Source: an optimization exercise on an open RTL-to-GDS flow (aim: small area, a short achievable clock period and few clock cycles per item). Production flows keep margins and buffers that such runs may drop.
Function was checked by simulation only, so behaviour that the tests miss may differ from the original.

## flow/design.v (module list and top-level ports; edited modules follow where they fit)
// module mdct_resonator_bank: 138 lines
// module mrb_lane: 63 lines
// module mrb_fa: 10 lines
// module mrb_ha: 9 lines
// module mrb_csa: 1463 lines
module mdct_resonator_bank #(
    parameter int DW   = 32,
    parameter int CW   = 16,
    parameter int FRAC = 14,
    parameter int NCH  = 4,
    parameter int SAT  = 1,
    parameter int LW   = 16,
    localparam int CHW = (NCH > 1) ? $clog2(NCH) : 1
) (
    input  logic              clk_in,
    input  logic              rst_sys,
    input  logic              start,
    input  logic              abort,
    input  logic [LW-1:0]     frame_len,
    input  logic [NCH*CW-1:0] coef,
    input  logic [DW-1:0]     init_s1,
    input  logic [DW-1:0]     init_s2,
    input  logic              s_valid,
    output logic              s_ready,
    input  logic [DW-1:0]     s_data,
    output logic              m_valid,
    input  logic              m_ready,
    output logic [DW-1:0]     m_data,
    output logic [CHW-1:0]    m_chan,
    output logic              m_last,
    output logic              busy,
    output logic              done
);
  // ...
==> flow/flow/run.sh <==
#!/bin/bash
set -euo pipefail
source flow/params.sh
bash standard.sh SETUP_SLACK_MARGIN=$MARGIN "BUFFER_PORTS_ARGS=-buffer_cell $PORTBUF" finish > standard.log 2>&1
==> flow/flow/params.sh <==
MARGIN=9.4
PORTBUF=sky130_fd_sc_hd__buf_2
==> flow/standard.sh <==
#!/bin/bash
# synth_recipe.tcl (not shown) runs the flow's synth.tcl, then flattens the netlist and writes it again
# the make line also repeats each setting of config.mk as NAME=value (left out here)
make -C /OpenROAD-flow-scripts/flow DESIGN_CONFIG=/design/flow/config.mk WORK_HOME=/design/flow/orfs CLKGATE_MAP_FILE= SYNTH_SCRIPT=/design/flow/synth_recipe.tcl "${@:-finish}"
==> flow/config.mk <==
export PLATFORM = sky130hd
export DESIGN_NAME = mdct_resonator_bank
export DESIGN_NICKNAME = mdct_resonator_bank
export VERILOG_FILES = /design/flow/design.v
export SDC_FILE = /design/flow/constraint.sdc
export NUM_CORES = 4
export LEC_CHECK = 0
export ABC_CLOCK_PERIOD_IN_PS = 4000
export CAP_MARGIN = 20
export CORE_MARGIN = 2
export CORE_UTILIZATION = 60
export SLEW_MARGIN = 20
==> flow/constraint.sdc <==
create_clock -name core_clock -period 13.0 [get_ports {clk_in}]
set_input_delay 2.6000 -clock core_clock [delete_from_list [all_inputs] [get_ports {clk_in}]]
set_output_delay 2.6000 -clock core_clock [all_outputs]
set_load 0.01 [all_outputs]
==> results.txt, run 1 <==
- Seq Cell Count: slightly above 500
- Setup TNS: 0 ns
- Final max-slew violation count: 0
- Adder-cell share of the synthesized area: about a quarter
- Clock-cell share: 3.597%
- EDFF count, synth: between 300 and 400
- Fill count: 5652
- Fmax: 256.0 MHz
- Library cells used by synthesis: 83
- Non-clock buffer share: 10.04%
- Post-synthesis compound-gate area fraction: 15.22%
- Final wirelength: about 160 mm
- Clock Sinks: between 500 and 600
- Outcome: complete, no violations
- Drt initial violations: 4986
- IO Pins: 221
- # H-tree levels: 2
- Routed met2 length: 71.36 mm
- Clk_skew: 0.03504 ns
- Simple-gate share of the synthesized area: 6.430%
- Clock Root Buffer: clkbuf_16
- WL met1: around 58 mm
- Min-Delay Endpoint: lastf
- Syn_nets: about 5600
- DR DRC count: 0
- M3 GR Usage: about a tenth
Testbench counts, summed over its fixed seeds: cycles 9,680, samples 4,452.
==> run 2: changes to the inputs <==
==> flow/flow/run.sh (replaced) <==
#!/bin/bash
# Own layout flow: the standard flow (standard.sh) with two changes.
# 1. After the standard synthesis (unchanged), fapol.py removes the inverters
#    that adder extraction left between full-adder cells, by choosing which
#    full adders compute on complemented signals (a full adder is self-dual).
#    Registers and ports are untouched; the logic function is the same.
# 2. repair_timing is asked for a larger setup margin, so that the layout is
#    timed tighter than the 13 ns constraint demands, and the ports get plain
#    buffers. The SDC is not changed.
set -euo pipefail
source flow/params.sh
R=$PWD/orfs/results/sky130hd/mdct_resonator_bank/base
bash standard.sh synth > synth.log 2>&1
cp $R/1_2_yosys.v $R/1_2_yosys.std.v
python3 flow/fapol.py $R/1_2_yosys.std.v $R/1_2_yosys.fapol.v > fapol.log 2>&1
cp $R/1_2_yosys.fapol.v $R/1_2_yosys.v
rm -f $R/1_synth.odb $R/1_synth.sdc
bash standard.sh SETUP_SLACK_MARGIN=$MARGIN "BUFFER_PORTS_ARGS=-buffer_cell $PORTBUF" finish > standard.log 2>&1
==> flow/flow/fapol.py (new file) <==
#!/usr/bin/env python3
"""Inverter clean-up around full adders in a flat gate-level netlist.

Yosys's adder extraction leaves inverters between full-adder cells (a full
adder is extracted with inverted inputs or outputs depending on how the
preceding mapping happened to build it). A full adder is self-dual:
FA(~a, ~b, ~c) = (~s, ~co), so each full adder may instead compute on
complemented inputs and deliver complemented outputs. This script chooses,
by local search, which full adders to complement so that as few signals as
possible need an inverter, then rewires the netlist: each signal gets at
most one inverter, XOR/XNOR loads absorb a polarity change by swapping
XOR2 <-> XNOR2, and the old inverters are removed. Registers, ports and all
other cells are left as they are; the logic function is unchanged.

usage: fapol.py in.v out.v
"""
import re
import sys

OUTPINS = {"X", "Y", "Q", "Q_N", "SUM", "COUT", "HI", "LO"}
INV_RE = re.compile(r"^sky130_fd_sc_hd__(inv|clkinv)_\d+$")
FA_RE = re.compile(r"^sky130_fd_sc_hd__fa_\d+$")
XOR_SWAP = {}
for n in ("1", "2", "4"):
    XOR_SWAP["sky130_fd_sc_hd__xor2_" + n] = "sky130_fd_sc_hd__xnor2_" + n
    XOR_SWAP["sky130_fd_sc_hd__xnor2_" + n] = "sky130_fd_sc_hd__xor2_" + n

src = open(sys.argv[1]).read()
blk_re = re.compile(r"^  (sky130_fd_sc_hd__\w+) (\S+)(\s+)\(\n(.*?)\n  \);\n", re.M | re.S)
pin_re = re.compile(r"^    \.(\w+)\((.*)\),?$", re.M)

insts = []
for m in blk_re.finditer(src):
    pins = pin_re.findall(m.group(4))
    insts.append({"type": m.group(1), "name": m.group(2) + m.group(3), "pins": [list(p) for p in pins],
                  "span": (m.start(), m.end())})

ncells = len(re.findall(r"^  sky130_fd_sc_hd__\w+ ", src, re.M))
assert ncells == len(insts), (ncells, len(insts))

def key(net):
    return net.strip()

driver = {}
loads = {}
for i, ins in enumerate(insts):
    for k, (p, n) in enumerate(ins["pins"]):
        n = key(n)
        if p in OUTPINS:
            driver[n] = (i, k)
        else:
            loads.setdefault(n, []).append((i, k))

# nets that are module ports: never re-polarised, and never stripped
hdr = src[:insts[0]["span"][0]] if insts else src
portnames = set()
for m in re.finditer(r"^\s*(input|output|inout)\s+(\[\d+:\d+\]\s+)?(\S+);", hdr, re.M):
    portnames.add(m.group(3))

def is_port(n):
    return n.split("[")[0] in portnames

def is_inv(i):
    return INV_RE.match(insts[i]["type"]) is not None

def root_of(n):
    par = 0
    seen = 0
    while n in driver and is_inv(driver[n][0]) and seen < 16:
        i, _ = driver[n]
        a = [key(x) for p, x in insts[i]["pins"] if p == "A"][0]
        n = a
        par ^= 1
        seen += 1
    return n, par

# consumers of each root: (inst, pinidx, parity, kind)  kind: fa / xor / fixed
cons = {}
frozen = set()
inv_insts = set()
for i, ins in enumerate(insts):
    if is_inv(i):
        inv_insts.add(i)
        continue
    for k, (p, n) in enumerate(ins["pins"]):
        if p in OUTPINS:
            continue
        n = key(n)
        r, par = root_of(n)
        if FA_RE.match(ins["type"]) and p in ("A", "B", "CIN"):
            kind = "fa"
        elif ins["type"] in XOR_SWAP and p in ("A", "B"):
            kind = "xor"
        else:
            kind = "fixed"
        cons.setdefault(r, []).append((i, k, par, kind))
# inverter outputs that are ports are fixed consumers we cannot rewire: freeze
for i in inv_insts:
    y = [key(x) for p, x in insts[i]["pins"] if p == "Y"][0]
    if is_port(y):
        r, _ = root_of(y)
        frozen.add(r)

fa_list = [i for i, ins in enumerate(insts) if FA_RE.match(ins["type"])]
xd_list = [i for i, ins in enumerate(insts) if ins["type"] in XOR_SWAP]
flip = {i: 0 for i in fa_list + xd_list}
root_fa = {}   # root net -> flippable cell driving it
for i in fa_list:
    for p, n in insts[i]["pins"]:
        if p in ("SUM", "COUT"):
            root_fa[key(n)] = i
for i in xd_list:
    for p, n in insts[i]["pins"]:
        if p in ("X", "Y"):
            root_fa[key(n)] = i

def q(r):
    i = root_fa.get(r)
    return flip[i] if i is not None else 0

def cost(r):
    if r not in cons:
        return 0
    qr = q(r)
    for (i, k, par, kind) in cons[r]:
        if kind == "xor":
            continue
        need = par ^ (flip[i] if kind == "fa" else 0)
        if need != qr:
            return 1
    return 0

def touched(f):
    rs = set()
    isfa = FA_RE.match(insts[f]["type"]) is not None
    for p, n in insts[f]["pins"]:
        n = key(n)
        if p in OUTPINS:
            rs.add(n)
        elif isfa and p in ("A", "B", "CIN"):
            rs.add(root_of(n)[0])
    return rs

def can_flip(f):
    isfa = FA_RE.match(insts[f]["type"]) is not None
    for p, n in insts[f]["pins"]:
        if p in OUTPINS and (key(n) in frozen or is_port(key(n))):
            return False
        if isfa and p in ("A", "B", "CIN") and root_of(key(n))[0] in frozen:
            return False
    return True

import random
rng = random.Random(1)
nodes = [f for f in fa_list + xd_list if can_flip(f)]
touch = {f: touched(f) for f in nodes}
before = sum(cost(r) for r in cons)

def greedy():
    for it in range(100):
        changed = 0
        order = nodes[:]
        rng.shuffle(order)
        for f in order:
            rs = touch[f]
            c0 = sum(cost(r) for r in rs)
            flip[f] ^= 1
            c1 = sum(cost(r) for r in rs)
            if c1 < c0 or (c1 == c0 and rng.random() < 0.3):
                changed += c1 < c0
            else:
                flip[f] ^= 1
        if not changed:
            break

greedy()
best = sum(cost(r) for r in cons)
best_flip = dict(flip)
for rnd in range(300):
    for f in rng.sample(nodes, max(1, len(nodes) // 50)):
        flip[f] ^= 1
    greedy()
    c = sum(cost(r) for r in cons)
    if c <= best:
        best = c
        best_flip = dict(flip)
    else:
        flip.update(best_flip)
flip.update(best_flip)
after = sum(cost(r) for r in cons)

# rewrite
newinv = {}
extra = []
wires = []
def inv_net(r, rnet_text):
    if r not in newinv:
        k = len(newinv)
        nn = "fapol_n%d" % k
        newinv[r] = nn
        wires.append("  wire %s;\n" % nn)
        extra.append("  sky130_fd_sc_hd__inv_1 fapol_i%d (\n    .A(%s),\n    .Y(%s)\n  );\n" % (k, rnet_text, nn))
    return newinv[r]

# original text of each root net (keep escaped-name spacing)
rtext = {}
for i, ins in enumerate(insts):
    for p, n in ins["pins"]:
        rtext.setdefault(key(n), n)

xor_mis = {}
for i in xd_list:
    if flip[i]:
        xor_mis[i] = 1
for r, lst in cons.items():
    if r in frozen:
        continue
    qr = q(r)
    for (i, k, par, kind) in lst:
        p = insts[i]["pins"][k][0]
        if kind == "xor":
            if par != qr:
                xor_mis[i] = xor_mis.get(i, 0) ^ 1
            insts[i]["pins"][k][1] = rtext[r]
            continue
        need = par ^ (flip[i] if kind == "fa" else 0)
        if need == qr:
            insts[i]["pins"][k][1] = rtext[r]
        else:
            insts[i]["pins"][k][1] = inv_net(r, rtext[r])
for i, m in xor_mis.items():
    if m:
        t = insts[i]["type"]
        insts[i]["type"] = XOR_SWAP[t]
        # xor2 drives X, xnor2 drives Y
        for pn in insts[i]["pins"]:
            if pn[0] in ("X", "Y"):
                pn[0] = "Y" if "xnor2" in XOR_SWAP[t] else "X"

# old inverters: drop those whose output no longer has a load
used = set()
for i, ins in enumerate(insts):
    if i in inv_insts:
        continue
    for p, n in ins["pins"]:
        if p not in OUTPINS:
            used.add(key(n))
changed_inv = True
drop = set()
while changed_inv:
    changed_inv = False
    used2 = set(used)
    for i in inv_insts - drop:
        a = [key(x) for p, x in insts[i]["pins"] if p == "A"][0]
        used2.add(a)
    for i in inv_insts - drop:
        y = [key(x) for p, x in insts[i]["pins"] if p == "Y"][0]
        if y not in used2 and not is_port(y):
            drop.add(i)
            changed_inv = True

out = []
pos = 0
for i, ins in enumerate(insts):
    s, e = ins["span"]
    out.append(src[pos:s])
    pos = e
    if i in drop:
        continue
    body = ",\n".join("    .%s(%s)" % (p, n) for p, n in ins["pins"])
    out.append("  %s %s(\n%s\n  );\n" % (ins["type"], ins["name"], body))
tail = src[pos:]
j = tail.rindex("endmodule")
out.append(tail[:j] + "".join(extra) + tail[j:])
text = "".join(out)
# declare new wires right after the module header
h = text.index(");\n") + 3
text = text[:h] + "".join(wires) + text[h:]
open(sys.argv[2], "w").write(text)
sys.stderr.write("fapol: %d full adders, %d flipped, signals needing an inverter %d -> %d, "
                 "inverters removed %d, added %d\n"
                 % (len(fa_list), sum(flip.values()), before, after, len(drop), len(newinv)))
==> flow/flow/params.sh (replaced) <==
MARGIN=9.0
PORTBUF=sky130_fd_sc_hd__buf_1
--- a/flow/config.mk
+++ b/flow/config.mk
@@ -6,7 +6,7 @@
 export NUM_CORES = 4
 export LEC_CHECK = 0
-export ABC_CLOCK_PERIOD_IN_PS = 4000
 export CAP_MARGIN = 20
 export CORE_MARGIN = 2
-export CORE_UTILIZATION = 60
+export CORE_UTILIZATION = 70
+export CTS_BUF_LIST = sky130_fd_sc_hd__clkbuf_4 sky130_fd_sc_hd__clkbuf_8
 export SLEW_MARGIN = 20
==> run 2 against run 1 <==
Count of clock-buffer cells in the layout is 37 higher; wire length down 11%; core utilization is 4.5 points higher; clock skew increased by 0.0084 ns; via count shrank 6.7%; first-iteration DRC count grew 15%; critical path type is now reg2out.
==> results.txt, run 2 <==
- PortBufs: 220
- Syn_area_per_cell: around 11 µm²
- RSZ-0062 raised after global routing: yes
- Hold path startpoint: lastf
- Fmax: 250.4 MHz (-2.2%)
- Cell Area, Synth: 44980 µm²
- Outcome: complete, no violations
- Row count: 92
- CORE AREA: 63310 µm²
- Initial antenna violation count: 8
- Setup TNS: 0 ns (unchanged)
- R2R depth: 8
- Final max-slew violation count: 0 (unchanged)
- Via Count: between 30000 and 40000
- Critical path's slowest cell: dfxtp_1
- Reg-to-reg endpoint: u_l1.pc_q[15]
- Cell depth of the worst min-delay path: 2
- Commonest non-fill, non-tap cell in the layout: xnor2_1
- # setup viols final: 0
- DR pass1 iterations: 10
- Die width: about 260 µm
- Via density: between 6 and 7
- Worst-skew pair later-pin latency: 0.73 ns
- Clk_skew: 0.04342 ns (+0.008378 ns)
- CTS Buf Count: 91
- DPL Wire Length: 97.25 mm
- Gr usage total: 42.11%
- Max-slew headroom: 24.17%
- Die height: between 200 and 300 µm
- Wirelength per Cell: 26.68 µm
- Clock Sinks: 518 (unchanged)
- Critical path class: reg2out
- Crit-path max cell delay: 0.48 ns
- Layout cell share with drive strength beyond 1: a little over a tenth
- Largest net degree at the start of global routing: 84
- CTS tree: built
- Slew @ Worst Pin: 1.136 ns
- Area post-placement: 45900 µm²
- Buf/Inv on CP: 1
- Critical path capture point type: output port
- Final wirelength: 140.8 mm (-11%)
- Finished Cell Area: approximately 50000 µm²
- Worst-path cell chain: buf_1
- Max-cap violation count: 0
- First-pass GRT wire length: 211.2 mm
- Worst Path Required: 10.40 ns
- Vias in the first global route: 35620
- Startpoint types: flip-flop
- Hold WC Path Type: reg2reg
- Period utilization: a little under a third
- DR DRC count: 0 (unchanged)
- Yosys warnings: 2
- Starting Density: 71.05%
- DIE AREA: 66310 µm²
- Reg clk slew, reported paths: 0.06 ns
- Min-Delay Endpoint: lastf
- Hold Vio Cnt, Final: 0
- IO Pins: 221 (unchanged)
- Final nets: ~5200
- CP delay by family, top: flip-flops
- Layout area overhead: 10.27%
- Fin crit period: 3.994 ns
- # H-tree levels: 3 (+1)
- Worst reg2reg startpoint: u_l1.r1[28]
- Most frequent cells in the layout: 566 x xnor2_1, 503 x fa_1, 408 x nand2_1, 379 x edfxtp_1, 261 x o22ai_1
- Fill count: 4224 (-25%)
- R2r setup slk: 9.02 ns
- GR Overflow Total: 0
- Syn_nets: 5090 (-9.8%)
- Finished Core Util: 78.35%
- Worst-path fanout max: 1
- Clock Tree Buf Depth: 3
- Syn Inst Count: between 4000 and 5000
- GPL Wtd Cong: 0.9674
- Antenna Violating Nets Remaining: 0
- Clock Root Buffer: clkbuf_8
- Crit path arrival time: 1.39 ns
- Drt initial violations: 5728 (+15%)
[run 2: cell types whose count changed in the layout (fill, tap and decap cells not counted), sizes merged]
cell      change
clkbuf       +32
inv         -550
buf         -203
diode         +1
clkinvlp     +32
xnor2       +154
clkinv       -20
nor2          -2
xor2        -154
bufinv        +3
[run 2: through the flow]
| stage | hold slack [ns] | cells | setup WS (ns) |
|---|---|---|---|
| 6_report | 0.5215 | 5277 | 9.006 |
| 5_1_grt | 0.5559 | 5275 | 8.934 |
| 4_1_cts | 0.5199 | 5178 | 9.001 |
| 3_5_place_dp | 0.5095 | 4958 | 7.475 |
| 3_3_place_gp | 0.5112 | 4958 | 7.624 |
| 2_1_floorplan | 0.4527 | 4227 | 7.796 |
[run 2: final cells by class]
| class | instances | area, µm² | area share (%) |
|---|---|---|---|
| clock inverter | 43 | 384.1 | 0.7744 |
| tap | 846 | 1059 | 2.134 |
| antenna | 3 | 7.507 | 0.01513 |
| clock buffer | 127 | 1610 | 3.246 |
| multi-input combinational | 3119 | 28780 | 58.02 |
| inverter | 204 | 889.6 | 1.793 |
| sequential | 518 | 14250 | 28.72 |
| timing repair buffer | 417 | 2626 | 5.294 |
[run 2: worst max path at each step]
stage | from | end | slack, ns | cells after the start
after global placement | m_ready | m_data[13] | 7.62 | 10
after detailed placement | m_ready | m_data[0] | 7.47 | 10
after CTS | u_l0.r1[31] | u_l0.pc_q[20] | 9.00 | 9
final | m_data[17] | m_data[17] | 9.01 | 1
after floorplan | state[2] | u_l0.pc_q[0] | 7.80 | 4
after global routing | u_l0.pcin_q | u_l0.r1[7] | 8.93 | 15
[run 2: what timing repair did]
item,in CTS,in global routing
gates cloned,2,4
gates resized for setup,60,44
setup endpoints to repair,169,154
hold buffers,0,0
pin swaps,5,8
buffers inserted,48,92
[run 2: layer usage]
| layer | up-vias | share of wire (%) | track usage [%] |
|---|---|---|---|
| met3 | 538 | 14 | 10.94 |
| li1 | 15170 | - | - |
| met2 | 2838 | 45 | 63.55 |
| met4 | 10 | 5.7 | 21.05 |
| met1 | 17740 | 36 | 56.97 |
| met5 | - | 0.050 | 0 |
==> run 3: changes to the inputs <==
--- a/flow/flow/fapol.py
+++ b/flow/flow/fapol.py
@@ -103,14 +103,9 @@
 
 fa_list = [i for i, ins in enumerate(insts) if FA_RE.match(ins["type"])]
-xd_list = [i for i, ins in enumerate(insts) if ins["type"] in XOR_SWAP]
-flip = {i: 0 for i in fa_list + xd_list}
-root_fa = {}   # root net -> flippable cell driving it
+flip = {i: 0 for i in fa_list}
+root_fa = {}   # root net -> fa driving it
 for i in fa_list:
     for p, n in insts[i]["pins"]:
         if p in ("SUM", "COUT"):
-            root_fa[key(n)] = i
-for i in xd_list:
-    for p, n in insts[i]["pins"]:
-        if p in ("X", "Y"):
             root_fa[key(n)] = i
 
@@ -133,59 +128,37 @@
 def touched(f):
     rs = set()
-    isfa = FA_RE.match(insts[f]["type"]) is not None
     for p, n in insts[f]["pins"]:
         n = key(n)
-        if p in OUTPINS:
+        if p in ("SUM", "COUT"):
             rs.add(n)
-        elif isfa and p in ("A", "B", "CIN"):
+        elif p in ("A", "B", "CIN"):
             rs.add(root_of(n)[0])
     return rs
 
 def can_flip(f):
-    isfa = FA_RE.match(insts[f]["type"]) is not None
     for p, n in insts[f]["pins"]:
-        if p in OUTPINS and (key(n) in frozen or is_port(key(n))):
+        if p in ("SUM", "COUT") and (key(n) in frozen or is_port(key(n))):
             return False
-        if isfa and p in ("A", "B", "CIN") and root_of(key(n))[0] in frozen:
+        if p in ("A", "B", "CIN") and root_of(key(n))[0] in frozen:
             return False
     return True
 
-import random
-rng = random.Random(1)
-nodes = [f for f in fa_list + xd_list if can_flip(f)]
-touch = {f: touched(f) for f in nodes}
+touch = {f: touched(f) for f in fa_list}
 before = sum(cost(r) for r in cons)
-
-def greedy():
-    for it in range(100):
-        changed = 0
-        order = nodes[:]
-        rng.shuffle(order)
-        for f in order:
-            rs = touch[f]
-            c0 = sum(cost(r) for r in rs)
+for it in range(50):
+    changed = 0
+    for f in fa_list:
+        if not can_flip(f):
+            continue
+        rs = touch[f]
+        c0 = sum(cost(r) for r in rs)
+        flip[f] ^= 1
+        c1 = sum(cost(r) for r in rs)
+        if c1 < c0:
+            changed += 1
+        else:
             flip[f] ^= 1
-            c1 = sum(cost(r) for r in rs)
-            if c1 < c0 or (c1 == c0 and rng.random() < 0.3):
-                changed += c1 < c0
-            else:
-                flip[f] ^= 1
-        if not changed:
-            break
-
-greedy()
-best = sum(cost(r) for r in cons)
-best_flip = dict(flip)
-for rnd in range(300):
-    for f in rng.sample(nodes, max(1, len(nodes) // 50)):
-        flip[f] ^= 1
-    greedy()
-    c = sum(cost(r) for r in cons)
-    if c <= best:
-        best = c
-        best_flip = dict(flip)
-    else:
-        flip.update(best_flip)
-flip.update(best_flip)
+    if not changed:
+        break
 after = sum(cost(r) for r in cons)
 
@@ -210,7 +183,4 @@
 
 xor_mis = {}
-for i in xd_list:
-    if flip[i]:
-        xor_mis[i] = 1
 for r, lst in cons.items():
     if r in frozen:
==> flow/flow/params.sh (replaced) <==
MARGIN=9.0
PORTBUF=sky130_fd_sc_hd__buf_2
--- a/flow/config.mk
+++ b/flow/config.mk
@@ -8,5 +8,4 @@
 export CAP_MARGIN = 20
 export CORE_MARGIN = 2
-export CORE_UTILIZATION = 70
-export CTS_BUF_LIST = sky130_fd_sc_hd__clkbuf_4 sky130_fd_sc_hd__clkbuf_8
+export CORE_UTILIZATION = 60
 export SLEW_MARGIN = 20
==> run 3 against run 2 <==
Cell count increased by 3.8%; via count is 1.8% lower; setup slack gained 0.024 ns; area after synthesis up 1.1%; still clean; clock skew is 0.0052 ns lower; maximum frequency is 0.61% higher; die area rose by 18%; sequential cell count unchanged; count of clock-buffer cells in the layout shrank 53.
==> results.txt, run 3 <==
- Final max-slew violation count: 0 (unchanged)
- Critical path's slowest cell: dfxtp_1
- Cell Area, Synth: 45500 µm² (+1.1%)
- Clock Sinks: 518 (unchanged)
- Commonest non-fill, non-tap cell in the layout: fa_1
- DIE AREA: 78050 µm² (+18%)
- Gr usage total: 37.31% (-4.8 points)
- Crit-path max cell delay: 0.51 ns (+0.03 ns)
- Yosys warnings: 2 (unchanged)
- Clock Tree Buf Depth: 3 (unchanged)
- Hold Vio Cnt, Final: 0 (unchanged)
- IO Pins: 221 (unchanged)
- # H-tree levels: 2 (-1)
- Fill count: 5925 (+40%)
- DR pass1 iterations: 6 (-4)
- Critical path class: reg2out
- Die height: 279.4 µm (+8.5%)
- Placed Instances: 5228 (+5.4%)
- Max-slew headroom: 23.66% (-0.51 points)
- Final nets: 5320 (+2.0%)
- DPL Wire Length: 102.3 mm (+5.2%)
- Startpoint types: flip-flop
- Max-cap violation count: 0 (unchanged)
- Worst-path fanout max: 1 (unchanged)
- Finished Core Util: 67.68% (-11 points)
- Most frequent cells in the layout: 503 x fa_1, 407 x nand2_1, 392 x xnor2_1, 379 x edfxtp_1, 311 x inv_1
- Drt initial violations: 4921 (-14%)
- CTS tree: built
- Stages on worst setup path: 1 (unchanged)
- Syn Inst Count: 4364 (+3.2%)
- Crit path arrival time: 1.37 ns (-0.02 ns)
- Clk_skew: 0.03817 ns (-0.005243 ns)
- Antenna Violating Nets Remaining: 0 (unchanged)
- # setup viols final: 0 (unchanged)
- Initial antenna violation count: 3 (-5)
- First-pass GRT wire length: 218.8 mm (+3.6%)
- Pre-CTS setup slack: 7.483 ns (+0.008340 ns)
- Hold path startpoint: lastf
- Vias in the first global route: 35260 (-1.0%)
- Worst-skew pair later-pin latency: 0.66 ns (-0.07 ns)
- Worst reg2reg startpoint: u_l1.r1[16]
- Via density: 6.513 (-5.3%)
- DR DRC count: 0 (unchanged)
- Syn_area_per_cell: 10.43 µm² (-2.0%)
- Layout cell share with drive strength beyond 1: 14.22% (+3.3 points)
- Cell depth of the worst min-delay path: 2 (unchanged)
- Finished Cell Area: 50560 µm² (+1.9%)
- Clock Root Buffer: clkbuf_16
- Row count: 100 (+8.7%)
- CORE AREA: 74700 µm² (+18%)
- Fin crit period: 3.970 ns (-0.02407 ns)
- Layout area overhead: 11.12%
- Period utilization: 30.54% (-0.19 points)
- Setup TNS: 0 ns (unchanged)
- Register area: 14240 µm² (about the same)
- Final worst setup slack: 9.030 ns (+0.02407 ns)
- Fmax: 251.9 MHz (+0.61%)
- Area post-placement: 46920 µm² (+2.2%)
- Starting Density: 60.91% (-10 points)
- Critical path capture point type: output port
- Hold WC Path Type: reg2reg
- CP startpoint: m_data[13]
- GR Overflow Total: 0 (unchanged)
- Multi-input logic area: 28830 µm² (+0.16%)
- Wirelength per Cell: 26.74 µm (+0.22%)
- Slew @ Worst Pin: 1.144 ns (+0.007678 ns)
- Worst Path Required: 10.40 ns (about the same)
- PortBufs: 220 (unchanged)
- R2R depth: 9 (+1)
- Die width: 279.4 µm (+8.5%)
- CP delay by family, top: flip-flops
- Via Count: 35670 (-1.8%)
- Worst-path cell chain: buf_2
- RSZ-0062 raised after global routing: no
- CTS Buf Count: 59 (-35%)
- GPL Wtd Cong: 0.9444 (-2.4%)
- Hold WS: 0.5164 ns (-0.005101 ns)
- Buf/Inv on CP: 1 (unchanged)
- Largest net degree at the start of global routing: 82 (-2.4%)
- Final non-filler cell total: 5476 (+3.8%)
- Outcome: complete, no violations
- Reg clk slew, reported paths: 0.06 ns (about the same)
- Antenna diodes: 0 (-3)
- Final wirelength: 146.4 mm (+4.0%)
- Syn_nets: 5227 (+2.7%)
[run 3: cell count changes in the layout (fill, tap and decap cells not counted), sizes merged]
cell and delta:
xnor2 -174, xor2 +174, inv +141, clkbuf -56
clkinvlp -4, bufinv -3, clkinv -3, diode -3
buf +2, nor2 +2
[run 3: layout make-up]
class / count / area share, %
flip-flops and latches: 518 / 28.16
inverters: 341 / 2.769
multi-input cells: 3121 / 57.02
clock buffers: 74 / 3.210
clock inverters: 37 / 0.6806
well taps: 969 / 2.398
repair buffers: 416 / 5.762
[run 3: worst paths after layout]
| path | end | slack, ns |
|---|---|---|
| setup reg to reg | u_l1.pc_q[6] | 9.04 |
| min in group asynchronous | s_ready | 1.85 |
| setup / recovery | m_data[13] | 9.03 |
| hold reg to reg | lastf | 0.52 |
| max in group asynchronous | s_ready | 10.93 |
| hold / removal | lastf | 0.52 |
[run 3: what timing repair did]
action,CTS,global route
gates cloned,4,4
hold buffers,0,0
endpoints found under the setup margin,181,134
hold endpoints to repair,0,0
setup buffers,48,81
pin swaps,6,9
gates resized for setup,64,40
[run 3: per-layer routing]
metal  track usage, %  part of all wire [%]
met3            8.082                    12
met5                0                 0.018
met2            56.83                    45
met1            51.80                    38
met4            16.26                   4.8

-- separate check: timing with driven ports --
How much do the figures lean on ideal ports? The routed layouts below were timed once more, with nothing changed but the port constraints. Step 1 sets driving cells, clkbuf_16 on the clock port and buf_2 on the other inputs (assumed; they add their load-dependent delay and slew). Step 2 moves the port delays by t, midway between the first and last clock arrival at a register: inputs arrive t later, outputs are due t later. That takes back most of the time a late clock gives input paths. Three values: ideal, step 1, step 2; two values: the first two.
| run | t, ns | setup slack, ns | slew at the worst register clock pin (ns) |
|---|---|---|---|
| run 1 | 0.732 | 9.094 / 9.085 / 8.542 | 0.07 / 0.07 |
| run 2 | 0.782 | 9.006 / 8.937 / 8.356 | 0.07 / 0.07 |
| run 3 | 0.710 | 9.030 / 8.960 / 8.441 | 0.07 / 0.07 |
After both steps setup and hold are still met in every run listed. The setup slack of run 2, which loses most, moves by -0.069 ns with the drivers and by -0.650 ns with both steps.
